Source: an optimization exercise on an open RTL-to-GDS flow (aim: small area, a short achievable clock period and few clock cycles per item). Production flows keep margins and buffers that such runs may drop.
RTL that was checked went through simulation tests only; none was proved equivalent to the original.
Power and IR drop assume default switching activity.

## data_mem_responder
module data_mem_responder #(
  parameter int DEPTH   = 64,
  parameter int LATENCY = 2
) (
  input  logic        clk,
  input  logic        rst,
  input  logic        req_valid,
  output logic        req_ready,
  input  logic        req_we,
  input  logic [31:0] req_addr,
  input  logic [31:0] req_wdata,
  output logic        resp_valid,
  input  logic        resp_ready,
  output logic [31:0] resp_rdata,
  output logic        resp_err
);
Size in the first run: about 4200 cells after synthesis, roughly 2300 flip-flops.
Settings: LEC_CHECK=0, CAP_MARGIN=20, CORE_MARGIN=2, CORE_UTILIZATION=55, CTS_BUF_LIST=sky130_fd_sc_hd__clkbuf_16, CTS_CLUSTER_DIAMETER=60, CTS_CLUSTER_SIZE=24, GPL_TIMING_DRIVEN=1, SETUP_SLACK_MARGIN=2.8, SLEW_MARGIN=20, TNS_END_PERCENT=3; clock period 5.0 ns.
standard.sh (not shown) runs the stock make flow with config.mk's settings and CLKGATE_MAP_FILE= SYNTH_SCRIPT=/design/flow/synth_recipe.tcl, a recipe that flattens the netlist after the stock synthesis.
==> flow/flow/run.sh <==
#!/bin/bash
# Standard layout with two changes: the ports are buffered with buf_2 cells
# instead of the delay cells buffer_ports picks by default, and clock tree
# synthesis inserts no dummy loads. Everything else is the standard.sh.
set -euo pipefail
export BUFFER_PORTS_ARGS="-buffer_cell sky130_fd_sc_hd__buf_2"
export CTS_ARGS="-sink_clustering_enable -repair_clock_nets -sink_clustering_size 24 -sink_clustering_max_diameter 60 -buf_list sky130_fd_sc_hd__clkbuf_16 -dont_use_dummy_load"
bash standard.sh finish > standard.log 2>&1
The baseline completed without violations.
Testbench counts at the start, summed over its fixed seeds: cycles 4,824, items 4,800.
Rerun with:
CORE_UTILIZATION = 50   (was 55)
TNS_END_PERCENT = 10   (was 3)
Outcome: Combinational power hardly moves; clock-buffer cell count goes down by 1; worst setup slack got worse by 11 ps; sequential share of layout area goes down by 0.23 points; final area goes up by 0.30%; die area goes up by 9.9%; area after synthesis is unchanged; via count goes down by 0.65%.
Rerun with:
SETUP_SLACK_MARGIN = 2.9   (was 2.8)
TNS_END_PERCENT = 3   (was 10)
The changed run finished with antenna rules left.
Synthesized area does not change.
Worst setup slack gets better by 34 ps.
Maximum frequency increases by 1.4%.
Rerun with:
SETUP_SLACK_MARGIN = 2.8   (was 2.9)
TNS_END_PERCENT = 1   (was 3)
After rerunning:
- With this change the flow finished with timing, DRC and antenna clean
- fmax decreases by 1.7%
- cell area decreases by 1.1%
- via count stays flat
Rerun with:
--- a/flow/flow/run.sh
+++ b/flow/flow/run.sh
@@ -7 +7 @@
-export CTS_ARGS="-sink_clustering_enable -repair_clock_nets -sink_clustering_size 24 -sink_clustering_max_diameter 60 -buf_list sky130_fd_sc_hd__clkbuf_16 -dont_use_dummy_load"
+export CTS_ARGS="-sink_clustering_enable -repair_clock_nets -sink_clustering_size 20 -sink_clustering_max_diameter 50 -buf_list sky130_fd_sc_hd__clkbuf_8 -dont_use_dummy_load"
CTS_BUF_LIST = sky130_fd_sc_hd__clkbuf_8   (was sky130_fd_sc_hd__clkbuf_16)
CTS_CLUSTER_DIAMETER = 50   (was 60)
CTS_CLUSTER_SIZE = 20   (was 24)
TNS_END_PERCENT = default   (was 1)
=>
- The changed run produced a clean layout
- routed wire length goes up by a few percent
- first-iteration DRC count hardly moves
- critical path depth goes down by 3
- clock power goes down by about a fifth


== garnet ==
Another version of the RTL of data_mem_responder (not shown whole).
For scale: ~4200 cells after synthesis, roughly 2200 flip-flops, roughly 78000 um2 of cells after synthesis.
==> flow/config.mk <==
export PLATFORM = sky130hd
export DESIGN_NAME = data_mem_responder
export DESIGN_NICKNAME = data_mem_responder
export VERILOG_FILES = /design/flow/design.v
export SDC_FILE = /design/flow/constraint.sdc
export NUM_CORES = 4
export LEC_CHECK = 0
export CAP_MARGIN = 20
export CORE_MARGIN = 2
export CORE_UTILIZATION = 50
export CTS_BUF_LIST = sky130_fd_sc_hd__clkbuf_16
export CTS_CLUSTER_DIAMETER = 60
export CTS_CLUSTER_SIZE = 24
export GPL_TIMING_DRIVEN = 1
export SETUP_SLACK_MARGIN = 2.8
export SLEW_MARGIN = 20
export SYNTH_HIERARCHICAL = 1
export SYNTH_MINIMUM_KEEP_SIZE = 0
export TNS_END_PERCENT = 10
==> flow/constraint.sdc <==
create_clock -name core_clock -period 5.0 [get_ports {clk}]
set_input_delay 1.0000 -clock core_clock [delete_from_list [all_inputs] [get_ports {clk}]]
set_output_delay 1.0000 -clock core_clock [all_outputs]
set_load 0.01 [all_outputs]
==> flow/flow/run.sh <==
#!/bin/bash
# Standard layout with two changes: the ports are buffered with buf_2 cells
# instead of the delay cells buffer_ports picks by default, and clock tree
# synthesis inserts no dummy loads. Everything else is the standard.sh.
set -euo pipefail
export BUFFER_PORTS_ARGS="-buffer_cell sky130_fd_sc_hd__buf_2"
export CTS_ARGS="-sink_clustering_enable -repair_clock_nets -sink_clustering_size 24 -sink_clustering_max_diameter 60 -buf_list sky130_fd_sc_hd__clkbuf_16 -dont_use_dummy_load"
bash standard.sh finish > standard.log 2>&1
Input changes introduced in juniper (baseline for comparison: garnet):
# garnet
export LEC_CHECK = 0
export CAP_MARGIN = 20
export CORE_MARGIN = 2
export CORE_UTILIZATION = 50
export CTS_BUF_LIST = sky130_fd_sc_hd__clkbuf_16
export CTS_CLUSTER_DIAMETER = 60
export CTS_CLUSTER_SIZE = 24
export GPL_TIMING_DRIVEN = 1
export SETUP_SLACK_MARGIN = 2.8
export SLEW_MARGIN = 20
export SYNTH_HIERARCHICAL = 1
export SYNTH_MINIMUM_KEEP_SIZE = 0
export TNS_END_PERCENT = 10
create_clock -name core_clock -period 5.0 [get_ports {clk}]
# juniper
export LEC_CHECK = 0
export CAP_MARGIN = 20
export CORE_MARGIN = 2
export CORE_UTILIZATION = 50
export CTS_BUF_LIST = sky130_fd_sc_hd__clkbuf_16
export CTS_CLUSTER_DIAMETER = 60
export CTS_CLUSTER_SIZE = 24
export GPL_TIMING_DRIVEN = 1
export SETUP_SLACK_MARGIN = 2.5
export SLEW_MARGIN = 20
export SYNTH_HIERARCHICAL = 1
export SYNTH_MINIMUM_KEEP_SIZE = 0
create_clock -name core_clock -period 5.0 [get_ports {clk}]
[summary]
- A critical-path cell with the highest stage delay of bufbuf_16 is what garnet shows, while or4_1 belongs to juniper.
- Row number of global-route vias before repair: juniper lower / garnet higher
- In the reports for juniper and garnet, the smaller total chip power belongs to juniper.
- Critical path depth was lower in the run labelled juniper.
No run of this note included a check of the RTL's function; only the layout flow was run.


Setup of job 2128:
RTL: one of the versions met above, not the one the previous note started from.
Size: about 4200 cells after synthesis, ~2300 flip-flops.
==> flow/config.mk <==
export PLATFORM = sky130hd
export DESIGN_NAME = data_mem_responder
export DESIGN_NICKNAME = data_mem_responder
export VERILOG_FILES = /design/flow/design.v
export SDC_FILE = /design/flow/constraint.sdc
export NUM_CORES = 4
export LEC_CHECK = 0
export CAP_MARGIN = 20
export CORE_MARGIN = 2
export CORE_UTILIZATION = 50
export CTS_BUF_LIST = sky130_fd_sc_hd__clkbuf_16
export CTS_CLUSTER_DIAMETER = 60
export CTS_CLUSTER_SIZE = 24
export GPL_TIMING_DRIVEN = 1
export SETUP_SLACK_MARGIN = 2.4
export SLEW_MARGIN = 20
==> flow/constraint.sdc <==
create_clock -name core_clock -period 5.0 [get_ports {clk}]
set_input_delay 1.0000 -clock core_clock [delete_from_list [all_inputs] [get_ports {clk}]]
set_output_delay 1.0000 -clock core_clock [all_outputs]
set_load 0.01 [all_outputs]
Scripts as last shown in full above: flow/flow/run.sh
Testbench counts of job 2128, summed over its fixed seeds: cycles 4,824, items 4,800.
Input changes introduced in job 376 (baseline for comparison: job 2128):
Settings: SETUP_SLACK_MARGIN now 2.8, was 2.4; TNS_END_PERCENT now 3, previously not set.
Looking only at least setup slack across all paths after layout, and setting everything else aside, the higher value of job 376 and job 2128 goes to job 376. Re utilization after layout: job 376 and job 2128 aren't equal, and the lower value belongs to job 2128. On post-route met1 wirelength: between job 376 and job 2128, it ends up higher for job 376.
For job 8608, these inputs were changed with respect to job 376:
Settings: a change of SETUP_SLACK_MARGIN from 2.8 to 3.0; a change of TNS_END_PERCENT from 3 to 10.
==> run notes <==
Comparing job 376 and job 8608, the lower number of diodes added for antenna fixing was measured on job 8608. Compared with job 376, in job 8608 routing usage on met2 went up by 0.20 points, final critical-path setup slack went down by 0.0087 ns, share of the clock period used by the worst path after layout went up by 0.17 points, global-route usage went up by 0.16 points.
Input-level comparison between job 7212 and job 8608:
Settings: TNS_END_PERCENT removed (was 10); SETUP_SLACK_MARGIN changed from 3.0 to 2.4.
==> flow/run.sh (new file) <==
#!/bin/bash
# synth_recipe.tcl (not shown) runs the flow's synth.tcl, then flattens the netlist and writes it again
# the make line also repeats each setting of config.mk as NAME=value (left out here)
make -C /OpenROAD-flow-scripts/flow DESIGN_CONFIG=/design/flow/config.mk WORK_HOME=/design/flow/orfs CLKGATE_MAP_FILE= SYNTH_SCRIPT=/design/flow/synth_recipe.tcl finish
removed: flow/flow/run.sh
removed: flow/standard.sh
| multi-input logic portion of the cell area | higher: job 8608 |
Overall global routing resource usage, job 8608 and job 7212: smaller value in job 7212
From job 8608 to job 7212 the numbers moved as follows: non-clock buffer area fraction after layout went down 1.9 points, highest fanout seen on the critical path went up 8, area fraction of clock buffers and clock inverters went up 1.2 points, buffer and inverter count on the worst path went down 3.
Of job 8608 and job 7212, job 8608 shows the higher post-CTS setup repair buffer count, with job 7212 below it.
What job 6855 does differently from job 7212 at the input level:
Settings: a change of SETUP_SLACK_MARGIN from 2.4 to 2.8.
==> flow/flow/run.sh (new file) <==
#!/bin/bash
# Standard layout with two changes: the ports are buffered with buf_2 cells
# instead of the delay cells buffer_ports picks by default, and clock tree
# synthesis inserts no dummy loads. Everything else is the standard.sh.
set -euo pipefail
export BUFFER_PORTS_ARGS="-buffer_cell sky130_fd_sc_hd__buf_2"
export CTS_ARGS="-sink_clustering_enable -repair_clock_nets -sink_clustering_size 24 -sink_clustering_max_diameter 60 -buf_list sky130_fd_sc_hd__clkbuf_16 -dont_use_dummy_load"
bash standard.sh finish > standard.log 2>&1
==> flow/standard.sh (new file) <==
#!/bin/bash
# synth_recipe.tcl (not shown) runs the flow's synth.tcl, then flattens the netlist and writes it again
# the make line also repeats each setting of config.mk as NAME=value (left out here)
make -C /OpenROAD-flow-scripts/flow DESIGN_CONFIG=/design/flow/config.mk WORK_HOME=/design/flow/orfs CLKGATE_MAP_FILE= SYNTH_SCRIPT=/design/flow/synth_recipe.tcl "${@:-finish}"
removed: flow/run.sh
[summary]
- From job 7212 to job 6855 the numbers moved as follows: combinational power up about 15%; part of the power in registers up 1.4 points; core occupancy in the finished layout up 1.1 points; routing usage on met3 up 0.24 points.
- Sum of internal, switching and leakage power down about 2.4% in job 6855 wrt job 7212
- Fraction of area in multi-input gates in job 6855 vs job 7212: up 0.99 points
- Delta (job 6855 minus job 7212): cell-internal power fell about 1.4%; sequential portion of the cell area went down by 1.4 points; final critical-path share of the clock period moved down.


v3:
data_mem_responder, a different RTL version from the one above (not shown whole).
clock: 5.0 ns
lec_check: 0
cap_margin: 20
core_margin: 2
core_utilization: 55
cts_buf_list: sky130_fd_sc_hd__clkbuf_16
cts_cluster_diameter: 60
cts_cluster_size: 24
setup_slack_margin: 2.8
slew_margin: 20
run.sh (not shown) runs the stock make flow with config.mk's settings and CLKGATE_MAP_FILE= SYNTH_SCRIPT=/design/flow/synth_recipe.tcl, a recipe that flattens the netlist after the stock synthesis.
Stock flow here: none of the scripts above is used.
Input-level comparison between v9 and v3:
- CORE_UTILIZATION now 50, was 55
- CTS_BUF_LIST no longer set, was sky130_fd_sc_hd__clkbuf_16
- CTS_CLUSTER_DIAMETER no longer set, was 60
- CTS_CLUSTER_SIZE no longer set, was 24
- SETUP_SLACK_MARGIN now 2.6, was 2.8
[summary]
Diff v3 -> v9: routed wire length decreased about 2.5%, cell leakage power increased 4.3%.
Between v9 and v3, it is v9 whose internal reg-to-reg setup slack is higher, by 0.07 ns.
Going from v3 to v9, fraction of cell area in non-clock buffers fell by 0.29 points; number of cells upsized or downsized after cts fell by 8.6%; sequential fraction of total cell area fell by 2.1 points.
Taking v3 as the reference point, the clock slew seen by the registers of the worst setup and hold paths of v9 falls by 0.03 ns.
Final weighted congestion of routability-driven global placement went up slightly going from v3 to v9.
Against v3 as the reference, v9 delivers a higher final cell area excluding filler cells.
Share of power burned in combinational logic was lower in v9 than in v3.
v9 vs v3, arrival time at the worst endpoint went down by 0.07 ns.
#### Input delta (v1 over v9)
- changing CORE_UTILIZATION from 50 to 40
- removing SETUP_SLACK_MARGIN (formerly 2.6)
==> comparison <==
v1 | stages: all done | timing, DRC, antenna: all pass. v1 ends up with a fraction of cell area in non-clock buffers that is 2.4 points lower than in v9. Diff v9 -> v1 | number of DRC violations after detailed-routing iteration 0 | down by a little under 10%. Compared with v9, in v1 vertical die dimension higher, fraction of power consumed by sequential logic higher.
[inputs] v55 vs v1
- GPL_TIMING_DRIVEN newly set to 1
- CTS_CLUSTER_SIZE newly set to 24
- CTS_BUF_LIST newly set to sky130_fd_sc_hd__clkbuf_16
- CTS_CLUSTER_DIAMETER newly set to 60
- SETUP_SLACK_MARGIN newly set to 2.6
- CORE_UTILIZATION changed from 40 to 50
Notes after the runs:
Against v1, v55 comes in 0.068 GHz higher on upper clock frequency limit.
v55: flow completed, timing, DRC and antenna clean
When the final numbers for v1 and v55 were put side by side, the global routing usage summed across all routing layers turned out to be greater in v55.
Of v1 and v55, the run reporting the higher logic depth of the worst path, buffers included was v55.
Against v1 as the reference, v55 delivers a higher global routing usage on met1.
Diff v1..v55 | H-tree depth | unchanged
Note that the total power after layout recorded for v1 amounts to 1.08 times the value seen in v55.
v1 reports its worst setup path startpoint as sel1_q[51]$_DFF_P_ while v55 reports sel1_q[22]$_DFF_P_.
Function was not checked in any run of this note: the RTL went through the layout flow alone.


Another version of the RTL of data_mem_responder (not shown whole).
For scale: roughly 4100 cells after synthesis, roughly 2300 flip-flops, roughly 100 I/O pins, ~80000 sq um of cells after synthesis.
export LEC_CHECK = 0
export CAP_MARGIN = 20
export CORE_MARGIN = 2
export CORE_UTILIZATION = 50
export CTS_BUF_LIST = sky130_fd_sc_hd__clkbuf_16
export CTS_CLUSTER_DIAMETER = 60
export CTS_CLUSTER_SIZE = 24
export GPL_TIMING_DRIVEN = 1
export SETUP_SLACK_MARGIN = 2.9
export SLEW_MARGIN = 20
export TNS_END_PERCENT = 3
create_clock -name core_clock -period 5.0 [get_ports {clk}]
standard.sh (not shown) runs the stock make flow with config.mk's settings and CLKGATE_MAP_FILE= SYNTH_SCRIPT=/design/flow/synth_recipe.tcl, a recipe that flattens the netlist after the stock synthesis.
==> flow/flow/run.sh <==
#!/bin/bash
# Standard layout with two changes: the ports are buffered with buf_2 cells
# instead of the delay cells buffer_ports picks by default, and clock tree
# synthesis inserts no dummy loads. Everything else is the standard.sh.
set -euo pipefail
export BUFFER_PORTS_ARGS="-buffer_cell sky130_fd_sc_hd__buf_2"
export CTS_ARGS="-sink_clustering_enable -repair_clock_nets -sink_clustering_size 24 -sink_clustering_max_diameter 60 -buf_list sky130_fd_sc_hd__clkbuf_16 -dont_use_dummy_load"
bash standard.sh finish > standard.log 2>&1
The baseline went through all stages and came out clean.
Testbench counts at the start, summed over its fixed seeds: cycles 4,824, items 4,800.
Edit:
SETUP_SLACK_MARGIN = 2.8   (was 2.9)
After rerunning: Critical path depth rises by 4; register-to-register slack got worse by 0.08 ns; worst setup slack got worse by 0.041 ns; power barely changes; non-clock buffer count goes up by 24; clock skew stays flat; count of clock-buffer cells in the layout does not change; cell count hardly moves; die area does not change.
Edit:
CORE_UTILIZATION = 45   (was 50)
SETUP_SLACK_MARGIN = 2.9   (was 2.8)
After rerunning: The new run went through all stages and came out clean; die area rose by 11%; maximum frequency shrinks by about 3.3%; synthesized cell count does not change; setup slack is worse by 0.087 ns; routed wire length went down by 0.96%; area after synthesis stays the same; cell area hardly moves.

what the ideal ports hide:
The results above use ideal ports. As a check the final layouts listed here were re-extracted and re-timed, cells and wires unchanged.
Step 1: set_driving_cell puts a clkbuf_16 on clk and a buf_2 on each other input, an assumption about the parent block.
Step 2 moves the port delays by t, midway between the first and last clock arrival at a register: inputs arrive t later, outputs are due t later. That takes back most of the time a late clock gives input paths.
Slacks: no drivers / after step 1 / after step 2; pairs: no drivers / after step 1.
| run | t, ns | slack for setup (ns) | worst hold slack (ns) | clock arrival spread, ns |
|---|---|---|---|---|
| the first run of note 1 | 0.866 | 2.536 / 2.533 / 1.988 | 0.066 / 0.004 / 0.432 | 0.098 / 0.098 |
| the second run of note 1 | 0.866 | 2.525 / 2.524 / 1.932 | 0.074 / 0.014 / 0.442 | 0.106 / 0.106 |
| the third run of note 1 | 0.859 | 2.558 / 2.540 / 1.906 | 0.076 / 0.019 / 0.441 | 0.108 / 0.108 |
| the fourth run of note 1 | 0.865 | 2.516 / 2.516 / 1.935 | 0.073 / 0.014 / 0.441 | 0.105 / 0.105 |
| the fifth run of note 1 | 1.012 | 2.467 / 2.384 / 2.367 | 0.196 / 0.136 / 0.443 | 0.135 / 0.135 |
| garnet | 0.855 | 2.560 / 2.548 / 1.693 | 0.127 / 0.062 / 0.442 | 0.096 / 0.096 |
| juniper | 0.853 | 2.469 / 2.502 / 1.650 | 0.137 / 0.072 / 0.447 | 0.093 / 0.093 |
| job 2128 | 0.860 | 2.370 / 2.370 / 1.939 | 0.079 / 0.020 / 0.441 | 0.108 / 0.108 |
| job 376 | 0.862 | 2.541 / 2.539 / 1.932 | 0.076 / 0.019 / 0.441 | 0.109 / 0.108 |
| job 8608 | 0.867 | 2.533 / 2.533 / 2.265 | 0.073 / 0.012 / 0.440 | 0.108 / 0.108 |
| job 7212 | 0.891 | 2.403 / 2.376 / 1.990 | 0.385 / 0.330 / 0.448 | 0.040 / 0.041 |
| job 6855 | 0.863 | 2.557 / 2.540 / 2.199 | 0.078 / 0.020 / 0.442 | 0.106 / 0.107 |
| v3 | 0.876 | 2.140 / 2.140 / 2.075 | 0.425 / 0.362 / 0.478 | 0.040 / 0.040 |
| v9 | 0.908 | 2.212 / 2.208 / 2.120 | 0.333 / 0.270 / 0.475 | 0.052 / 0.052 |
| v1 | 0.915 | 1.413 / 1.413 / 1.413 | 0.322 / 0.257 / 0.474 | 0.028 / 0.029 |
| v55 | 0.873 | 2.119 / 2.119 / 2.119 | 0.357 / 0.298 / 0.478 | 0.050 / 0.051 |
| the first run of note 5 | 0.854 | 2.522 / 2.444 / 1.967 | 0.078 / 0.023 / 0.423 | 0.092 / 0.092 |
| the second run of note 5 | 0.852 | 2.481 / 2.471 / 1.982 | 0.083 / 0.028 / 0.422 | 0.092 / 0.092 |
| the third run of note 5 | 0.871 | 2.395 / 2.304 / 1.856 | 0.069 / -0.002 / 0.418 | 0.094 / 0.093 |
The setup slack of garnet, which loses most, moves by -0.012 ns with the drivers and by -0.867 ns with both steps.
